This is an optimization exercise on Yosys and OpenROAD, whose aim is small area, a short achievable clock period and few clock cycles per item, not a production implementation.
The RTL was checked by simulation tests, not by an equivalence proof against the original design.

## flow/design.v (module list and top-level ports; edited modules follow where they fit)
// module csat_ram: 23 lines
// module csat_proj: 2153 lines
// module convex_polygon_sat_overlap_core: 401 lines
module convex_polygon_sat_overlap_core #(
  parameter int MAX_VERTICES = csat_pkg::MAX_VERTICES_DEF,
  parameter int COORD_BITS   = csat_pkg::COORD_BITS_DEF
) (
  input  logic                            clk_i,
  input  logic                            rst_ni,
  input  logic                            in_valid_i,
  output logic                            in_ready_o,
  input  logic [csat_pkg::CMD_W-1:0]      in_command_i,
  input  logic [csat_pkg::FIELD_W-1:0]    in_vertex_x_i,
  input  logic [csat_pkg::FIELD_W-1:0]    in_vertex_y_i,
  output logic                            out_valid_o,
  input  logic                            out_ready_i,
  output logic                            out_overlap_o,
  output logic [csat_pkg::STATUS_W-1:0]   out_status_o
);
  // ...
==> flow/run.sh <==
#!/bin/bash
# synth_recipe.tcl (not shown) runs the flow's synth.tcl, then flattens the netlist and writes it again
# the make line also repeats each setting of config.mk as NAME=value (left out here)
make -C /OpenROAD-flow-scripts/flow DESIGN_CONFIG=/design/flow/config.mk WORK_HOME=/design/flow/orfs CLKGATE_MAP_FILE= SYNTH_SCRIPT=/design/flow/synth_recipe.tcl finish
==> flow/config.mk <==
export PLATFORM = sky130hd
export DESIGN_NAME = convex_polygon_sat_overlap_core
export DESIGN_NICKNAME = convex_polygon_sat_overlap_core
export VERILOG_FILES = /design/flow/design.v
export SDC_FILE = /design/flow/constraint.sdc
export NUM_CORES = 4
export LEC_CHECK = 0
export ABC_AREA = 1
export CAP_MARGIN = 20
export CORE_MARGIN = 2
export CORE_UTILIZATION = 40
export PLACE_DENSITY = 0.5
export SETUP_SLACK_MARGIN = 4
export SLEW_MARGIN = 20
export TNS_END_PERCENT = 10
==> flow/constraint.sdc <==
create_clock -name core_clock -period 10.0 [get_ports {clk_i}]
set_input_delay 2.0000 -clock core_clock [delete_from_list [all_inputs] [get_ports {clk_i}]]
set_output_delay 2.0000 -clock core_clock [all_outputs]
set_load 0.01 [all_outputs]
==> notes.md, run 1 <==
Crit path DAT: 6.84 ns
Final Hold Vio Count: 0
Drt total wl: 493000 µm
Final HPWL from detailed placement: 311000 µm
Met1 usage: 0.385
CTS root buf: clkbuf_16
Crit path max fanout: 88
Status: complete, no violations
Cell count after synthesis: 13322
Adder-cell area share of the yosys netlist: 0.146
Antenna violations before repair: 22
Global-route wire length before repair: 703000 µm
CP startpoint: g_i_a_q[0]
WL met2: 228000 µm
Top class by area: multi-input gates
Post-synthesis compound-gate area fraction: 0.128
Clock sink count: 2004
Area share of and/or/nand/nor cells after synthesis: 0.140
H-tree depth: 4
Synth top area cells: edfxtp_1, fa_1, nand2_1
FF-to-FF End: g1_v_xy_q[20]
Worst hold path class: flip-flop to flip-flop
IO Port Bufs: 42
Largest net degree at the start of global routing: 147
Final cell count without fillers: 17673
Critical R2R Launch: g_i_a_q[0]
Pre-CTS setup slack: 1.72 ns
Testbench counts, summed over its fixed seeds: cycles 18,017, tests 320.
==> run 2: changes to the inputs <==
--- a/flow/config.mk
+++ b/flow/config.mk
@@ -5,11 +5,10 @@
 export SDC_FILE = /design/flow/constraint.sdc
 export NUM_CORES = 4
 export LEC_CHECK = 0
-export ABC_AREA = 1
 export CAP_MARGIN = 20
 export CORE_MARGIN = 2
-export CORE_UTILIZATION = 40
-export PLACE_DENSITY = 0.5
+export CORE_UTILIZATION = 48
+export PLACE_DENSITY = 0.55
 export SETUP_SLACK_MARGIN = 4
 export SLEW_MARGIN = 20
 export TNS_END_PERCENT = 10
==> run 2 against run 1 <==
Net effect: register-to-register slack lost 0.17 ns; clock-buffer cell count fell by 44; clock skew is 0.045 ns lower; die area shrank 19%; critical path depth up 4; fmax down 2.7%; largest cell class unchanged; sequential cell count did not move; synthesized cell count down 19%; final cell count fell by 18%.
==> notes.md, run 2 <==
H-tree depth: 4 (unchanged)
Largest area contributor in the netlist: edfxtp_1 (unchanged)
Post-Place Cells: 13815 (was 17006)
Fillers: 21313 (was 29531)
Die Ht: 509 µm (was 565 µm)
Vias in the first global route: 93767 (was 100169)
Die extent in x: 509 µm (was 565 µm)
Worst-Margin Slew: 1.31 ns (was 1.26 ns)
# nets final: 12065 (was 14469)
Antenna-violating nets left: 0 (unchanged)
Top-area cell type share of the netlist area: 0.388 (was 0.377)
Worst hold path class: flip-flop to flip-flop (unchanged)
Mapped Nets: 12001 (was 14497)
Hold WS: 0.319 ns (was 0.325 ns)
Post-synth top cells: edfxtp_1, nand2_1, inv_1, clkbuf_1, nor2_1 (was nand2_1, edfxtp_1, inv_1, nand3_1, o21ai_0)
Final Hold Vio Count: 0 (unchanged)
Antenna violations before repair: 32 (was 22)
Total die area: 259000 µm² (was 320000 µm²)
Crit path DAT: 7.17 ns (was 6.84 ns)
Row cnt: 185 (was 206)
Avg Cell Area, Syn: 11.3 µm² (was 9.46 µm²)
Crit path time final: 6.40 ns (was 6.23 ns)
Crit path max fanout: 4 (was 88)
Critical path endpoint category: flip-flop (unchanged)
CP max stage delay: 0.56 ns (was 0.46 ns)
GRT Util Overall: 0.352 (was 0.300)
CTS root buf: clkbuf_16 (unchanged)
Placer Congestion: 0.942 (was 0.922)
Drt total wl: 462000 µm (was 493000 µm)
Grt total ovfl: 0 (unchanged)
Layout cell share with drive strength beyond 1: 0.143 (was 0.102)
Status: complete, no violations (unchanged)
Post-synth ARST share: 0.0279 (unchanged)
Startpoint types: flip-flop (unchanged)
Via count: 93246 (was 102983)
Final HPWL from detailed placement: 295000 µm (was 311000 µm)
Final slew viol count: 0 (unchanged)
TritonCTS clock tree: yes (unchanged)
Core area: 254000 µm² (was 314000 µm²)
Post-Syn Area: 123000 µm² (was 126000 µm²)
Global-route wire length before repair: 660000 µm (was 703000 µm)
Largest regs: u_ram_a.mem_q (512), u_ram_b.mem_q (512) (unchanged)
Cell count after synthesis: 10826 (was 13322)
Synth top area cells: edfxtp_1, fa_1, dfxtp_1 (was edfxtp_1, fa_1, nand2_1)
Number of distinct library cells after synthesis: 98 (was 63)
WS Path Type: flip-flop to flip-flop (unchanged)
Layout Skew: 0.0883 ns (was 0.133 ns)
Yosys warnings: 14 (unchanged)
Clock sink count: 2004 (unchanged)
Average wire per standard cell: 31.9 µm (was 27.9 µm)
Fin crit share: 0.640 (was 0.623)
Later-pin clock latency in the skew report: 0.90 ns (was 0.96 ns)
Sequential area share after synthesis: 0.459 (was 0.446)
Most common cell after layout, fill and taps aside: edfxtp_1 (was nand2_1)
Setup violations, final: 0 (unchanged)
Final cell count without fillers: 14499 (was 17673)
RSZ-0062 raised after global routing: yes (unchanged)
WP data required: 10.77 ns (was 10.61 ns)
Number of synthesized flops with an enable pin: 1584 (unchanged)
Count leader, synth: edfxtp_1 (was nand2_1)
IO Port Bufs: 42 (unchanged)
# DRC: 0 (unchanged)
Synthesis-stage register bit count: 2004 (unchanged)
Clk slew on worst S/H paths: 0.07 ns (was 0.06 ns)
Worst setup margin: 3.60 ns (was 3.77 ns)
TNS Setup: 0 ns (unchanged)
Num CTS Buffers: 219 (was 234)
DRT Pass-1 Iters: 9 (unchanged)
Area Overhead vs Synth: 14.1% (was 14.0%)
FMAX: 0.156 GHz (was 0.161 GHz)
Ys flop type: edfxtp_1 (unchanged)
Largest net degree at the start of global routing: 152 (was 147)
Vias/cell: 6.43 (was 5.83)
Clock Tree Buf Depth: 3 (was 4)
CP max-delay cell: or4b_1 (was dfrtp_1)
Initial drt markers: 11108 (was 10717)
Pre-CTS setup slack: 1.53 ns (was 1.72 ns)
Commonest cells after routing, fill and taps aside: edfxtp_1, nand2_1, inv_1 (was nand2_1, edfxtp_1, inv_1)
Slew headroom: 0.125 (was 0.159)
I/O Pins: 43 (unchanged)
Max-cap viol count: 0 (unchanged)
Starting Density: 0.483 (was 0.401)
Post-Route Utilization: 0.551 (was 0.457)
-- run 2: final timing paths --
check / cells after the start / endpoint / slack, ns / from
max: 31 / status_q[0] / 3.60 / p2_as_q[0]
min: 0 / p2_ib_q[1] / 0.32 / p1_ib_q[1]
max reg2reg: 31 / status_q[0] / 3.60 / p2_as_q[0]
min reg2reg: 0 / p2_ib_q[1] / 0.32 / p1_ib_q[1]
max in group asynchronous: 2 / c_act_q[0] / 8.11 / rst_ni
min in group asynchronous: 2 / m_q[4] / 1.28 / rst_ni
-- run 2: critical path, delay by kind of cell, from the launching register on --
| kind | cells | cell delay (ns) |
|---|---|---|
| flops | 1 | 0.33 |
| mux | 1 | 0.25 |
| simple gates | 6 | 1.36 |
| compound gates | 16 | 2.83 |
| fa+ha+maj | 3 | 0.77 |
| xor+xnor | 1 | 0.09 |
| buf+inv | 4 | 0.65 |
-- run 2: through the flow --
| step | area, µm² |
|---|---|
| after floorplan | 123000 |
| after global placement | 128000 |
| after detailed placement | 128000 |
| after CTS | 139000 |
| after global routing | 140000 |
| final | 140000 |
-- run 2: routing by layer --
| metal | GRT usage | up-vias | part of all wire |
|---|---|---|---|
| li1 | - | 39288 | - |
| met1 | 0.443 | 46689 | 0.37 |
| met2 | 0.566 | 5757 | 0.46 |
| met3 | 0.0667 | 1492 | 0.093 |
| met4 | 0.210 | 20 | 0.070 |
| met5 | 0 | - | 0.00031 |
-- run 2: timing repair --
item | CTS | global route
setup buffers | 150 | 52
pin swaps | 109 | 81
gates cloned | 15 | 2
hold buffers | 0 | 0
endpoints found under the setup margin | 409 | 360
gates resized for setup | 424 | 112
-- run 2: cells by family after synthesis --
kind of cell	share of synthesized area
XOR/XNOR	0.0565
adder cells (fa/ha/maj)	0.151
multiplexers	0.0737
AND/OR/NAND/NOR	0.0886
flip-flops	0.459
AO/OA/AOI/OAI	0.125
buffers and inverters	0.0462
-- run 2: layout make-up --
cell class / count / area (µm²) / area share
diodes: 48 / 120 / 0.000859
clock inverters: 148 / 1770 / 0.0127
flip-flops and latches: 2004 / 56300 / 0.403
well taps: 3366 / 4210 / 0.0301
repair inverters: 10 / 119 / 0.000850
repair buffers: 595 / 5420 / 0.0388
clock buffers: 268 / 5870 / 0.0420
inverters: 715 / 2810 / 0.0201
multi-input cells: 7345 / 63200 / 0.452
==> run 3: changes to the inputs <==
--- a/flow/config.mk
+++ b/flow/config.mk
@@ -5,6 +5,7 @@
 export SDC_FILE = /design/flow/constraint.sdc
 export NUM_CORES = 4
 export LEC_CHECK = 0
+export ABC_AREA = 1
 export CAP_MARGIN = 20
 export CORE_MARGIN = 2
 export CORE_UTILIZATION = 48
==> run 3 against run 2 <==
Net effect: still clean on timing, DRC and antenna; core utilization decreased by 0.92 points; first-iteration DRC count increased by 24%; clock-buffer cell count increased by 38; area after synthesis increased by 2.9%; final cell count increased by 17%; register-to-register slack improved by 0.18 ns; via count increased by 13%; critical path type unchanged; critical endpoint is now c_cura_q[1][2].
==> notes.md, run 3 <==
Status: complete, no violations (unchanged)
Number of distinct library cells after synthesis: 63 (was 98)
Count leader, synth: nand2_1 (was edfxtp_1)
Average wire per standard cell: 31.0 µm (was 31.9 µm)
Grt total ovfl: 0 (unchanged)
Critical path endpoint category: flip-flop (unchanged)
Placer Congestion: 0.954 (was 0.942)
Worst-Margin Slew: 1.26 ns (was 1.31 ns)
Top-area cell type share of the netlist area: 0.377 (was 0.388)
Vias/cell: 6.20 (was 6.43)
Global-route wire length before repair: 725000 µm (was 660000 µm)
R2R Setup Slk: 3.78 ns (was 3.60 ns)
# DRC: 0 (unchanged)
Vias in the first global route: 100329 (was 93767)
Row cnt: 188 (was 185)
GRT Util Overall: 0.379 (was 0.352)
Clock Tree Buf Depth: 4 (was 3)
IO Port Bufs: 42 (unchanged)
H-tree depth: 4 (unchanged)
CTS root buf: clkbuf_16 (unchanged)
RSZ-0062 raised after global routing: yes (unchanged)
Layout Skew: 0.118 ns (was 0.0883 ns)
Avg Cell Area, Syn: 9.46 µm² (was 11.3 µm²)
Post-synth ARST share: 0.0279 (unchanged)
Synthesis-stage register bit count: 2004 (unchanged)
Final slew viol count: 0 (unchanged)
Largest regs: u_ram_a.mem_q (512), u_ram_b.mem_q (512) (unchanged)
I/O Pins: 43 (unchanged)
Via count: 105328 (was 93246)
Mapped Nets: 14497 (was 12001)
Fillers: 23168 (was 21313)
TritonCTS clock tree: yes (unchanged)
Largest area contributor in the netlist: edfxtp_1 (unchanged)
Final cell count without fillers: 16988 (was 14499)
Total die area: 267000 µm² (was 259000 µm²)
Startpoint types: flip-flop (unchanged)
Most common cell after layout, fill and taps aside: nand2_1 (was edfxtp_1)
WS Path Type: flip-flop to flip-flop (unchanged)
Cell count after synthesis: 13322 (was 10826)
Yosys warnings: 14 (unchanged)
Initial drt markers: 13804 (was 11108)
Starting Density: 0.482 (was 0.483)
Num CTS Buffers: 223 (was 219)
Final Hold Vio Count: 0 (unchanged)
Die Ht: 517 µm (was 509 µm)
WP data required: 10.65 ns (was 10.77 ns)
Max-cap viol count: 0 (unchanged)
Clk slew on worst S/H paths: 0.06 ns (was 0.07 ns)
Crit path DAT: 6.87 ns (was 7.17 ns)
Die extent in x: 517 µm (was 509 µm)
FMAX: 0.161 GHz (was 0.156 GHz)
TNS Setup: 0 ns (unchanged)
Commonest cells after routing, fill and taps aside: nand2_1, edfxtp_1, inv_1 (was edfxtp_1, nand2_1, inv_1)
Core area: 262000 µm² (was 254000 µm²)
Slew headroom: 0.155 (was 0.125)
Number of synthesized flops with an enable pin: 1584 (unchanged)
Largest net degree at the start of global routing: 197 (was 152)
Antenna violations before repair: 37 (was 32)
Sequential area share after synthesis: 0.446 (was 0.459)
Crit path time final: 6.22 ns (was 6.40 ns)
Crit path max fanout: 19 (was 4)
Layout cell share with drive strength beyond 1: 0.0945 (was 0.143)
DRT Pass-1 Iters: 8 (was 9)
Clock sink count: 2004 (unchanged)
Post-Place Cells: 16356 (was 13815)
Later-pin clock latency in the skew report: 0.99 ns (was 0.90 ns)
Post-synth top cells: nand2_1, edfxtp_1, inv_1, nand3_1, o21ai_0 (was edfxtp_1, nand2_1, inv_1, clkbuf_1, nor2_1)
Synth top area cells: edfxtp_1, fa_1, nand2_1 (was edfxtp_1, fa_1, dfxtp_1)
# nets final: 14436 (was 12065)
Ys flop type: edfxtp_1 (unchanged)
Final HPWL from detailed placement: 333000 µm (was 295000 µm)
Antenna-violating nets left: 0 (unchanged)
Post-Syn Area: 126000 µm² (was 123000 µm²)
Drt total wl: 527000 µm (was 462000 µm)
Setup violations, final: 0 (unchanged)
Worst hold path class: flip-flop to flip-flop (unchanged)
Area Overhead vs Synth: 12.4% (was 14.1%)
Fin crit share: 0.622 (was 0.640)
run 3: cell types whose count changed after synthesis, moves of 390 or more:
cell,change
a22oi_1,-469
inv_1,+875
nand2_1,+1162
nand3_1,+720
o211ai_1,+453
o21ai_0,+400
o22ai_1,+484
xor2_1,+390
run 3: critical path: stages (launching register included):
cell      delay [ns]
dfrtp_2         0.44
inv_4           0.09
ha_1            0.16
inv_2           0.08
nor3_4          0.22
nor2_2          0.08
nor2_2          0.14
bufinv_8        0.22
nand2_8         0.13
clkinv_8        0.08
o211ai_1        0.21
buf_6           0.17
buf_12          0.15
nand2_4         0.12
inv_6           0.20
ha_1            0.71
nand3_1         0.83
nand2_1         0.84
o21ai_0         0.34
ha_1            0.28
xnor2_1         0.20
or2_2           0.16
nand2_1         0.05
run 3: worst paths after layout:
kind,from,endpoint,depth (start not counted)
worst max-delay path,cnt_b_q[0],c_cura_q[1][2],22
worst min-delay path,p1_ib_q[0],p2_ib_q[0],0
worst max register to register,cnt_b_q[0],c_cura_q[1][2],22
worst min register to register,p1_ib_q[0],p2_ib_q[0],0
max in group asynchronous,rst_ni,cnt_b_q[1],1
min in group asynchronous,rst_ni,res_v_q,1
run 3: cell families after synthesis:
family | Yosys count | synth area share
buffers and inverters | 2426 | 0.0747
adder cells (fa/ha/maj) | 1137 | 0.146
flip-flops | 2004 | 0.446
multiplexers | 83 | 0.00665
AO/OA/AOI/OAI | 2693 | 0.128
XOR/XNOR | 825 | 0.0574
AND/OR/NAND/NOR | 4154 | 0.140
run 3: repair_timing:
item,4_1_cts,5_1_grt
pin swaps,30,83
hold buffers,0,0
cloned,15,23
gates resized for setup,153,226
endpoints found under the setup margin,427,353
buffers inserted,43,113
run 3: final cells by class:
type                    count  area [µm²]  area share
repair inverters            9        81.3    0.000574
inverters                1625        6320      0.0446
repair buffers            491        4780      0.0337
flip-flops and latches   2004       56300       0.397
multi-input cells        8907       62400       0.440
diodes                     21        52.6    0.000371
well taps                3515        4400      0.0310
clock inverters           110        1040     0.00731
clock buffers             306        6390      0.0451
run 3: per-stage QoR:
stage                     worst slack (ns)  area [µm²]  utilization  hold slack [ns]
final                                 3.78      142000        0.541            0.328
after global routing                  3.78      142000        0.541            0.332
after detailed placement              1.85      131000        0.499            0.313
after global placement                1.79      131000        0.499            0.311
after CTS                             3.50      139000        0.532            0.328
after floorplan                       3.35      126000            -            0.310
run 3: metal layers:
layer,vias to the layer above,track usage,share of wire
met1,51815,0.497,0.39
met5,-,0,0.00021
li1,45512,-,-
met2,6552,0.574,0.43
met3,1435,0.106,0.12
met4,14,0.192,0.060
==> run 4: changes to the inputs <==
--- a/flow/config.mk
+++ b/flow/config.mk
@@ -8,8 +8,8 @@
 export ABC_AREA = 1
 export CAP_MARGIN = 20
 export CORE_MARGIN = 2
-export CORE_UTILIZATION = 48
-export PLACE_DENSITY = 0.55
+export CORE_UTILIZATION = 55
+export PLACE_DENSITY = 0.62
 export SETUP_SLACK_MARGIN = 4
 export SLEW_MARGIN = 20
 export TNS_END_PERCENT = 10
==> run 4 against run 3 <==
Net effect: routed wire length decreased by 8.3%; sequential share of layout area increased by 0.31 points; die area decreased by 13%; cell area decreased by 0.78%; critical path depth increased by 7.
==> notes.md, run 4 <==
CP max-delay cell: dfrtp_1 (was nand2_1)
Starting Density: 0.554 (was 0.482)
Final Hold Vio Count: 0 (unchanged)
GRT Util Overall: 0.406 (was 0.379)
Final cell count without fillers: 16400 (was 16988)
Largest net degree at the start of global routing: 143 (was 197)
TritonCTS clock tree: yes (unchanged)
Core area: 228000 µm² (was 262000 µm²)
GR peak layer: met2 (unchanged)
Via count: 105059 (was 105328)
WS Path Type: flip-flop to flip-flop (unchanged)
Synth top area cells: edfxtp_1, fa_1, nand2_1 (unchanged)
Antenna violations before repair: 23 (was 37)
Final slew viol count: 0 (unchanged)
Setup violations, final: 0 (unchanged)
Multi-input gate area: 62300 µm² (was 62400 µm²)
H-tree depth: 4 (unchanged)
Hold WS: 0.325 ns (was 0.328 ns)
Number of distinct library cells after synthesis: 63 (unchanged)
Avg Cell Area, Syn: 9.46 µm² (unchanged)
IO Port Bufs: 42 (unchanged)
CTS root buf: clkbuf_16 (unchanged)
Grt total ovfl: 0 (unchanged)
Vias in the first global route: 102456 (was 100329)
Clock Tree Buf Depth: 3 (was 4)
Post-Place Cells: 15847 (was 16356)
# nets final: 14375 (was 14436)
Drt total wl: 483000 µm (was 527000 µm)
Worst hold path class: flip-flop to flip-flop (unchanged)
Crit path time final: 6.19 ns (was 6.22 ns)
Slew headroom: 0.167 (was 0.155)
Most common cell after layout, fill and taps aside: nand2_1 (unchanged)
Fillers: 18918 (was 23168)
RSZ-0062 raised after global routing: yes (unchanged)
DRT Pass-1 Iters: 9 (was 8)
Status: complete, no violations (unchanged)
Global-route wire length before repair: 692000 µm (was 725000 µm)
Count leader, synth: nand2_1 (unchanged)
Met1 usage: 0.514 (was 0.497)
FMAX: 0.161 GHz (about the same)
Post-synth ARST share: 0.0279 (unchanged)
Layout cell share with drive strength beyond 1: 0.0901 (was 0.0945)
Mapped Nets: 14497 (unchanged)
Average wire per standard cell: 29.5 µm (was 31.0 µm)
Largest area contributor in the netlist: edfxtp_1 (unchanged)
CP most frequent cell: nand2_1 (was ha_1)
Layout Skew: 0.128 ns (was 0.118 ns)
Die Ht: 483 µm (was 517 µm)
Sequential area share after synthesis: 0.446 (unchanged)
Register Area: 56300 µm² (about the same)
Placer Congestion: 1.00 (was 0.954)
Num CTS Buffers: 213 (was 223)
Ys flop type: edfxtp_1 (unchanged)
I/O Pins: 43 (unchanged)
Met2 usage: 0.624 (was 0.574)
Area Overhead vs Synth: 11.6% (was 12.4%)
Top-area cell type share of the netlist area: 0.377 (unchanged)
Crit path max fanout: 105 (was 19)
Yosys warnings: 14 (unchanged)
Number of synthesized flops with an enable pin: 1584 (unchanged)
Crit path DAT: 6.86 ns (was 6.87 ns)
Initial drt markers: 13706 (was 13804)
WP data required: 10.67 ns (was 10.65 ns)
Row cnt: 175 (was 188)
Met3 usage: 0.104 (was 0.106)
Hold_buf cts: 0 (unchanged)
Fin crit share: 0.619 (was 0.622)
# DRC: 0 (unchanged)
Antenna-violating nets left: 0 (unchanged)
Total die area: 233000 µm² (was 267000 µm²)
Commonest cells after routing, fill and taps aside: nand2_1, edfxtp_1, inv_1 (unchanged)
Post-Syn Area: 126000 µm² (unchanged)
CP max stage delay: 0.45 ns (was 0.84 ns)
Vias/cell: 6.41 (was 6.20)
Cell count after synthesis: 13322 (unchanged)
Synthesis-stage register bit count: 2004 (unchanged)
Die extent in x: 483 µm (was 517 µm)
Post-synth top cells: nand2_1, edfxtp_1, inv_1, nand3_1, o21ai_0 (unchanged)
Startpoint types: flip-flop (unchanged)
Clock sink count: 2004 (unchanged)
Critical path endpoint category: flip-flop (unchanged)
Later-pin clock latency in the skew report: 0.94 ns (was 0.99 ns)
Largest regs: u_ram_a.mem_q (512), u_ram_b.mem_q (512) (unchanged)
Final HPWL from detailed placement: 301000 µm (was 333000 µm)
Worst-Margin Slew: 1.25 ns (was 1.26 ns)
TNS Setup: 0 ns (unchanged)
Max-cap viol count: 0 (unchanged)
Clk slew on worst S/H paths: 0.07 ns (was 0.06 ns)
[run 4: changes by cell type in the layout (fill, tap and decap cells not counted), moves of 9 or more]
cell        delta
clkinv_16      +9
clkbuf_16     -23
bufbuf_16     +11
buf_4         -32
diode_2       -16
bufinv_16     +14
clkinvlp_4     -9
nand2_4       -10
clkbuf_8      -10
[run 4: cell families after synthesis]
| family | after synthesis | share of synthesized area |
|---|---|---|
| AO/OA/AOI/OAI | 2693 | 0.128 |
| buffers and inverters | 2426 | 0.0747 |
| adder cells (fa/ha/maj) | 1137 | 0.146 |
| XOR/XNOR | 825 | 0.0574 |
| AND/OR/NAND/NOR | 4154 | 0.140 |
| multiplexers | 83 | 0.00665 |
| flip-flops | 2004 | 0.446 |
[run 4: worst max-delay path, delay by kind of cell (launching register included)]
kind                     cells  cell delay, ns
AND/OR/NAND/NOR             17            2.47
adder cells (fa/ha/maj)      3            0.91
flip-flops                   1            0.45
XOR/XNOR                     2            0.38
buffers and inverters        4            0.97
AO/OA/AOI/OAI                3            0.58
[run 4: worst paths after layout]
check,endpoint,slack (ns),cells past startpoint,start
worst max-delay path,g1_v_xy_q[7],3.81,29,g_i_a_q[0]
worst min-delay path,p2_ia_q[3],0.33,0,p1_ia_q[3]
worst max register to register,g1_v_xy_q[7],3.81,29,g_i_a_q[0]
worst min register to register,p2_ia_q[3],0.33,0,p1_ia_q[3]
max in group asynchronous,cnt_b_q[0],8.10,2,rst_ni
min in group asynchronous,cnt_b_q[3],1.30,2,rst_ni
[run 4: cell type report]
type,count,area share
repair buffers,454,0.0322
clock buffers,277,0.0411
repair inverters,4,0.000356
flip-flops and latches,2004,0.400
diodes,5,0.0000890
well taps,3009,0.0268
clock inverters,124,0.0117
multi-input cells,8898,0.443
inverters,1625,0.0445
[run 4: per-stage QoR]
stage	area [µm²]	setup WS, ns	util
2_1_floorplan	126000	3.35	-
3_3_place_gp	130000	1.97	0.571
3_5_place_dp	130000	1.98	0.571
4_1_cts	140000	3.89	0.613
5_1_grt	141000	3.52	0.618
6_report	141000	3.81	0.618
[run 4: routing by layer]
| metal | part of all wire | up-vias |
|---|---|---|
| met3 | 0.12 | 1790 |
| met1 | 0.37 | 50977 |
| li1 | - | 45326 |
| met4 | 0.078 | 30 |
| met5 | 0.00090 | - |
| met2 | 0.44 | 6936 |
[run 4: repair_timing]
action                                 in CTS  in global routing
setup endpoints to repair                 404                223
gates cloned                               22                  8
setup buffers                              60                 56
gates resized for setup                   268                 75
endpoints found under the hold margin       0                  0
pin swaps                                  60                 26
==> run 5: changes to the inputs <==
--- a/flow/config.mk
+++ b/flow/config.mk
@@ -8,8 +8,8 @@
 export ABC_AREA = 1
 export CAP_MARGIN = 20
 export CORE_MARGIN = 2
-export CORE_UTILIZATION = 55
-export PLACE_DENSITY = 0.62
+export CORE_UTILIZATION = 45
+export PLACE_DENSITY = 0.5
 export SETUP_SLACK_MARGIN = 4
 export SLEW_MARGIN = 20
 export TNS_END_PERCENT = 10
==> run 5 against run 4 <==
Net effect: critical path depth shrank 17; clock-buffer cell count grew 31; non-clock buffer count grew 48; worst setup slack lost 0.13 ns; die area grew 22%; register-to-register slack lost 0.13 ns.
==> notes.md, run 5 <==
Setup violations, final: 0 (unchanged)
WP data required: 10.69 ns (was 10.67 ns)
Layout cell share with drive strength beyond 1: 0.0983 (was 0.0901)
Largest net degree at the start of global routing: 132 (was 143)
Top-area cell type share of the netlist area: 0.377 (unchanged)
RSZ-0062 raised after global routing: yes (unchanged)
Placer Congestion: 0.982 (was 1.00)
Average wire per standard cell: 29.8 µm (was 29.5 µm)
Post-synth top cells: nand2_1, edfxtp_1, inv_1, nand3_1, o21ai_0 (unchanged)
Final Instance Area: 143000 µm² (was 141000 µm²)
Post-synth ARST share: 0.0279 (unchanged)
Worst hold path class: flip-flop to flip-flop (unchanged)
CTS root buf: clkbuf_16 (unchanged)
Crit path max fanout: 28 (was 105)
Worst Path Buf+Inv: 3 (was 4)
Sequential area share after synthesis: 0.446 (unchanged)
H-tree depth: 4 (unchanged)
TNS Setup: 0 ns (unchanged)
Row cnt: 194 (was 175)
Dpl cell area: 131000 µm² (was 130000 µm²)
Startpoint types: flip-flop (unchanged)
Hold WS: 0.326 ns (was 0.325 ns)
Synth top area cells: edfxtp_1, fa_1, nand2_1 (unchanged)
Hold_buf cts: 0 (unchanged)
Crit path DAT: 7.01 ns (was 6.86 ns)
Die Ht: 533 µm (was 483 µm)
Core area: 279000 µm² (was 228000 µm²)
Critical path endpoint category: flip-flop (unchanged)
Grt total ovfl: 0 (unchanged)
Largest regs: u_ram_a.mem_q (512), u_ram_b.mem_q (512) (unchanged)
Total die area: 284000 µm² (was 233000 µm²)
Most common cell after layout, fill and taps aside: nand2_1 (unchanged)
I/O Pins: 43 (unchanged)
Via count: 103781 (was 105059)
Ys flop type: edfxtp_1 (unchanged)
Clock sink count: 2004 (unchanged)
Initial drt markers: 11801 (was 13706)
Synthesis-stage register bit count: 2004 (unchanged)
Later-pin clock latency in the skew report: 0.98 ns (was 0.94 ns)
Top Family by Delay on Critical Path: adder cells (was simple AND/OR/NAND/NOR gates)
Antenna violations before repair: 25 (was 23)
Slew headroom: 0.215 (was 0.167)
TritonCTS clock tree: yes (unchanged)
Starting Density: 0.452 (was 0.554)
# nets final: 14444 (was 14375)
Vias/cell: 6.03 (was 6.41)
Layout Skew: 0.155 ns (was 0.128 ns)
DRT Pass-1 Iters: 12 (was 9)
# DRC: 0 (unchanged)
Mapped Nets: 14497 (unchanged)
Post-Syn Area: 126000 µm² (unchanged)
Clk slew on worst S/H paths: 0.06 ns (was 0.07 ns)
Final HPWL from detailed placement: 323000 µm (was 301000 µm)
Vias in the first global route: 100710 (was 102456)
Drt total wl: 512000 µm (was 483000 µm)
Commonest cells after routing, fill and taps aside: nand2_1, edfxtp_1, inv_1 (unchanged)
R2R Setup Slk: 3.68 ns (was 3.81 ns)
Die extent in x: 533 µm (was 483 µm)
Crit path time final: 6.32 ns (was 6.19 ns)
Number of synthesized flops with an enable pin: 1584 (unchanged)
Final slew viol count: 0 (unchanged)
CP max-delay cell: clkinv_2 (was dfrtp_1)
CP most frequent cell: fa_1 (was nand2_1)
Yosys warnings: 14 (unchanged)
Number of distinct library cells after synthesis: 63 (unchanged)
Final Hold Vio Count: 0 (unchanged)
Global-route wire length before repair: 717000 µm (was 692000 µm)
Count leader, synth: nand2_1 (unchanged)
Avg Cell Area, Syn: 9.46 µm² (unchanged)
Fin crit share: 0.632 (was 0.619)
Clock Tree Buf Depth: 4 (was 3)
IO Port Bufs: 42 (unchanged)
Largest area contributor in the netlist: edfxtp_1 (unchanged)
GRT Util Overall: 0.345 (was 0.406)
Area Overhead vs Synth: 13.1% (was 11.6%)
Num CTS Buffers: 230 (was 213)
Max-cap viol count: 0 (unchanged)
Cell count after synthesis: 13322 (unchanged)
WS Path Type: flip-flop to flip-flop (unchanged)
Worst-Margin Slew: 1.16 ns (was 1.25 ns)
Status: complete, no violations (unchanged)
CP cell instances: ha_1 -> nor2_1 -> buf_4 -> clkinv_2 -> xor2_1 -> fa_1 -> fa_1 -> fa_1 -> fa_1 -> fa_1 -> inv_1 -> fa_1
FMAX: 0.158 GHz (was 0.161 GHz)
Antenna-violating nets left: 0 (unchanged)
CP max stage delay: 0.92 ns (was 0.45 ns)
==> run 5: cell types whose count changed in the layout (fill, tap and decap cells not counted), moves of 12 or more <==
cell	delta
buf_4	+14
buf_6	+12
clkbuf_16	+25
clkinv_16	-12
ha_2	+14
nand2_1	-13
nand2_2	+13
==> run 5: kinds of logic (layout without fill, tap and decap cells) <==
| kind of cell | after synthesis | after routing | share of synthesized area |
|---|---|---|---|
| muxes | 83 | 83 | 0.00665 |
| other | 0 | 8 | 0 |
| buffers and inverters | 2426 | 2562 | 0.0747 |
| xor gates and xnor gates | 825 | 825 | 0.0574 |
| adders and majority gates | 1137 | 1137 | 0.146 |
| DFF | 2004 | 2004 | 0.446 |
| AOI/OAI and AO/OA | 2693 | 2693 | 0.128 |
| and+or+nand+nor | 4154 | 4162 | 0.140 |
==> run 5: timing repair <==
item                                   in CTS  in global routing
endpoints found under the hold margin       0                  0
buffers inserted                           61                 87
resized for setup                         209                252
setup endpoints to repair                 424                250
cloned                                     16                 20
pin swaps                                  42                 91
==> run 5: per-stage QoR <==
step                      instances  utilization  setup slack, ns
final                         17198        0.511             3.68
after global routing          17192        0.511             3.59
after detailed placement      16575        0.469             1.37
after floorplan               13322            -             3.35
after CTS                     17081        0.503             3.85
after global placement        16574        0.469             1.42
==> run 5: final cells by class <==
type	instances	area [µm²]
fill	25396	137000
multi-input combinational	8900	62500
sequential	2004	56300
clock buffer	308	6320
inverter	1625	6280
timing repair buffer	502	5140
tap	3724	4660
clock inverter	121	1270
timing repair inverter	6	50.0
antenna	8	20.0
==> run 5: per-layer routing <==
layer	wire length [µm]	vias to the layer above	global-route usage
li1	-	45500	-
met1	198000	51144	0.440
met2	237000	5713	0.562
met3	44400	1404	0.0579
met4	32600	20	0.182
met5	163	-	0.00183
==> run 5: path summary, 6_finish.rpt <==
| check | start | endpoint | depth (start not counted) |
|---|---|---|---|
| worst max-delay path | p1_nx_q[3] | p2_bs_q[22] | 12 |
| worst min-delay path | p1_ia_q[0] | p2_ia_q[0] | 0 |
| worst max register to register | p1_nx_q[3] | p2_bs_q[22] | 12 |
| worst min register to register | p1_ia_q[0] | p2_ia_q[0] | 0 |
| max in group asynchronous | rst_ni | wit_a_q[1] | 2 |
| min in group asynchronous | rst_ni | g_i_b_q[0] | 2 |

[what the ideal ports hide]
The flow's constraints put no driver on any port. The routed layouts listed below were extracted and timed again, unchanged, in two steps. Step 1 (the two cells are an assumption about what drives the block):
set clk [get_ports {clk_i}]
set_driving_cell -lib_cell sky130_fd_sc_hd__clkbuf_16 $clk
set_driving_cell -lib_cell sky130_fd_sc_hd__buf_2 [delete_from_list [all_inputs] $clk]
Step 2 moves the port delays by t, midway between the first and last clock arrival at a register: inputs arrive t later, outputs are due t later. That takes back most of the time a late clock gives input paths. a / b / c = ideal ports / drivers / drivers and shift; a / b = the first two.
run | t, ns | slack for setup (ns) | slew at the worst register clock pin (ns)
run 1 | 1.009 | 3.773 / 3.773 / 3.773 | 0.07 / 0.07
run 2 | 0.961 | 3.601 / 3.601 / 3.601 | 0.07 / 0.07
run 3 | 1.019 | 3.780 / 3.780 / 3.780 | 0.08 / 0.08
run 4 | 0.980 | 3.806 / 3.806 / 3.806 | 0.07 / 0.07
run 5 | 1.001 | 3.679 / 3.679 / 3.679 | 0.07 / 0.07
After both steps setup and hold are still met in every run listed.
